Background: an optimization exercise with open tools, aiming at small area, a short achievable clock period and few clock cycles. Do not read the settings as production practice.
Power is estimated from default activity; no workload was simulated.

==> flow/design.v <==
`default_nettype none
package wgm_pkg;
    localparam int MAX_PATTERN = 64;
    localparam int LEN_W       = $clog2(MAX_PATTERN + 1);
    localparam logic [7:0] CH_STAR = 8'h2A;
    localparam logic [7:0] CH_ANY  = 8'h3F;
    typedef logic [LEN_W-1:0] len_t;
    typedef enum logic [1:0] {
        MODE_START   = 2'd0,
        MODE_PATTERN = 2'd1,
        MODE_TEXT    = 2'd2,
        MODE_END     = 2'd3
    } mode_t;
    typedef struct packed {
        mode_t      mode;
        logic [7:0] ch;
    } item_t;
    typedef struct packed {
        logic matched;
        logic error;
    } result_t;
endpackage
`default_nettype wire
`default_nettype none
module wgm_cell (
    input  wire        clk,
    input  wire        we,         
    input  wire  [7:0] ch,         
    input  wire        pat_col,    
    input  wire        text_en,    
    input  wire        prev_col,   
    input  wire        prev_step,  
    output logic       col,
    output logic       step
);
    logic [7:0] char_reg;
    logic       hit_reg;
    logic       is_star;
    assign is_star = (char_reg == wgm_pkg::CH_STAR);
    assign step    = prev_col & hit_reg;
    always_ff @(posedge clk)
    begin
        if (we)
        begin
            char_reg <= ch;
        end
    end
    always_ff @(posedge clk)
    begin
        hit_reg <= (char_reg == ch) || (char_reg == wgm_pkg::CH_ANY);
    end
    always_ff @(posedge clk)
    begin
        if (we)
        begin
            col <= pat_col;
        end
        else if (text_en)
        begin
            col <= is_star ? (prev_step | col) : step;
        end
    end
endmodule
`default_nettype wire
`default_nettype none
module wildcard_glob_matcher (
    input  wire               clk,
    input  wire               rst_n,
    input  wire               item_valid,
    output logic              item_ready,
    input  wire  [9:0]        item_in,
    output logic              result_valid,
    input  wire               result_ready,
    output logic [1:0]        result
);
    localparam int N  = wgm_pkg::MAX_PATTERN;
    localparam int NH = N / 8 + 1;
    wgm_pkg::item_t      item;
    assign item = wgm_pkg::item_t'(item_in);
    logic                ready_reg;
    logic                accept;
    assign item_ready = ready_reg;
    assign accept     = item_valid && ready_reg;
    logic                do_start;
    logic                do_pat;
    logic                do_text;
    logic                do_end;
    logic                is_star_in;
    logic                pat_ok;
    logic                pat_we;
    logic [6:0]          pat_len_reg;
    logic [NH-1:0]       slot_hi_reg;
    logic [7:0]          slot_lo_reg;
    logic                text_started_reg;
    logic                error_reg;
    logic                last_star_reg;
    logic                all_star_reg;
    assign do_start   = accept && (item.mode == wgm_pkg::MODE_START);
    assign do_pat     = accept && (item.mode == wgm_pkg::MODE_PATTERN);
    assign do_text    = accept && (item.mode == wgm_pkg::MODE_TEXT);
    assign do_end     = accept && (item.mode == wgm_pkg::MODE_END);
    assign is_star_in = (item.ch == wgm_pkg::CH_STAR);
    assign pat_ok     = !text_started_reg && !pat_len_reg[6];
    assign pat_we     = do_pat && pat_ok && !(is_star_in && last_star_reg);
    always_ff @(posedge clk or negedge rst_n)
    begin
        if (!rst_n)
        begin
            pat_len_reg      <= '0;
            slot_hi_reg      <= NH'(1);
            slot_lo_reg      <= 8'd1;
            text_started_reg <= 1'b0;
            error_reg        <= 1'b0;
            last_star_reg    <= 1'b0;
            all_star_reg     <= 1'b1;
        end
        else if (do_start)
        begin
            pat_len_reg      <= '0;
            slot_hi_reg      <= NH'(1);
            slot_lo_reg      <= 8'd1;
            text_started_reg <= 1'b0;
            error_reg        <= 1'b0;
            last_star_reg    <= 1'b0;
            all_star_reg     <= 1'b1;
        end
        else if (do_pat)
        begin
            if (pat_ok)
            begin
                pat_len_reg   <= pat_len_reg + 1'b1;
                last_star_reg <= is_star_in;
                all_star_reg  <= all_star_reg && is_star_in;
                if (pat_we)
                begin
                    slot_lo_reg <= {slot_lo_reg[6:0], slot_lo_reg[7]};
                    if (slot_lo_reg[7])
                    begin
                        slot_hi_reg <= {slot_hi_reg[NH-2:0], 1'b0};
                    end
                end
            end
            else
            begin
                error_reg <= 1'b1;
            end
        end
        else if (do_text)
        begin
            text_started_reg <= 1'b1;
        end
    end
    logic                c_text;
    logic                c_end;
    logic                c_text_seen;
    always_ff @(posedge clk or negedge rst_n)
    begin
        if (!rst_n)
        begin
            c_text      <= 1'b0;
            c_end       <= 1'b0;
            c_text_seen <= 1'b0;
        end
        else
        begin
            c_text <= do_text;
            c_end  <= do_end;
            c_text_seen <= text_started_reg;
        end
    end
    logic [N:0]          col;
    logic [N:0]          step;
    logic [N-1:0]        we;
    assign col[0]  = !c_text_seen;
    assign step[0] = 1'b0;
    for (genvar i = 0; i < N; i++)
    begin : g_cell
        assign we[i] = pat_we && slot_hi_reg[i / 8] && slot_lo_reg[i % 8];
        wgm_cell u_cell (
            .clk       (clk),
            .we        (we[i]),
            .ch        (item.ch),
            .pat_col   (all_star_reg && is_star_in),
            .text_en   (c_text),
            .prev_col  (col[i]),
            .prev_step (step[i]),
            .col       (col[i+1]),
            .step      (step[i+1])
        );
    end
    logic [NH-1:0]       grp_hit;
    logic                matched_now;
    for (genvar h = 0; h < NH; h++)
    begin : g_grp
        logic [7:0] part;
        for (genvar l = 0; l < 8; l++)
        begin : g_lo
            if (8 * h + l <= N)
            begin : g_on
                assign part[l] = col[8 * h + l] && slot_lo_reg[l];
            end
            else
            begin : g_off
                assign part[l] = 1'b0;
            end
        end
        assign grp_hit[h] = slot_hi_reg[h] && (|part);
    end
    assign matched_now = |grp_hit;
    logic                out_v;
    logic [1:0]          out_r;
    logic                skid_v;
    logic [1:0]          skid_r;
    logic [1:0]          new_r;
    logic                pop;
    logic                out_v_next;
    logic                skid_v_next;
    assign new_r = {matched_now, error_reg};
    assign pop   = out_v && result_ready;
    always_comb
    begin
        out_v_next  = out_v;
        skid_v_next = skid_v;
        if (pop)
        begin
            if (skid_v)
            begin
                skid_v_next = c_end;
            end
            else
            begin
                out_v_next = c_end;
            end
        end
        else if (c_end)
        begin
            if (out_v)
            begin
                skid_v_next = 1'b1;
            end
            else
            begin
                out_v_next = 1'b1;
            end
        end
    end
    always_ff @(posedge clk or negedge rst_n)
    begin
        if (!rst_n)
        begin
            out_v     <= 1'b0;
            skid_v    <= 1'b0;
            ready_reg <= 1'b1;
        end
        else
        begin
            out_v     <= out_v_next;
            skid_v    <= skid_v_next;
            ready_reg <= (32'(out_v_next) + 32'(skid_v_next) + 32'(do_end)) <= 1;
        end
    end
    always_ff @(posedge clk)
    begin
        if (pop)
        begin
            out_r <= skid_v ? skid_r : new_r;
        end
        else if (!out_v)
        begin
            out_r <= new_r;
        end
        if (c_end && (skid_v ? pop : (out_v && !pop)))
        begin
            skid_r <= new_r;
        end
    end
    assign result_valid = out_v;
    assign result       = out_r;
endmodule
`default_nettype wire
export LEC_CHECK = 0
export CAP_MARGIN = 20
export CORE_MARGIN = 2
export CORE_UTILIZATION = 60
export SETUP_SLACK_MARGIN = 0.8
export SLEW_MARGIN = 20
create_clock -name core_clock -period 3.0 [get_ports {clk}]
run.sh (not shown) runs the stock make flow with config.mk's settings and CLKGATE_MAP_FILE= SYNTH_SCRIPT=/design/flow/synth_recipe.tcl, a recipe that flattens the netlist after the stock synthesis.
The starting point passed the timing, design-rule and antenna checks.
==> next run, changes <==
Settings changed: CTS_BUF_LIST from default to sky130_fd_sc_hd__clkbuf_8 sky130_fd_sc_hd__clkbuf_16, CTS_CLUSTER_DIAMETER from default to 100, CTS_CLUSTER_SIZE from default to 30.
Effect:
- routed wire length falls by 2.5%
- global-route usage falls by 0.96 points
- power falls by about 20%
- design area falls by about 4%
- clock power falls by 48%
- combinational power barely changes
- first-iteration DRC count rises by 2.1%
- area after synthesis stays the same
- worst hold slack degrades by 23 ps
- core utilization falls by 2.8 points
No run of this note included a check of the RTL's function; only the layout flow was run.

-- port drivers added, routing unchanged --
In the flow no input, the clock included, has a driving cell. The finished layouts below were timed again as built, in two steps. Step 1, drivers: a clkbuf_16 drives clk and a buf_2 each remaining input, both assumed. Step 2 times the ports against the registers' clock, not the clock port: input delays grow and output delays shrink by t, the midpoint of the rising clock arrivals with the driver on. Three values: ideal ports, drivers, drivers and shift; two values: the first two.
run | shift t [ns] | setup WS [ns] | worst hold slack (ns) | latest minus earliest clock arrival (ns) | slew at the worst register clock pin (ns)
the first run | 0.647 | 0.551 / 0.551 / -0.054 | 0.109 / 0.075 / 0.488 | 0.022 / 0.022 | 0.06 / 0.06
the second run | 0.656 | 0.547 / 0.547 / -0.063 | 0.086 / 0.053 / 0.501 | 0.026 / 0.026 | 0.12 / 0.12
Met with ideal ports but missed after step 2: setup timing in the first run and the second run. The setup slack of the second run, which loses most, moves by 0.000 ns with the drivers and by -0.610 ns with both steps.
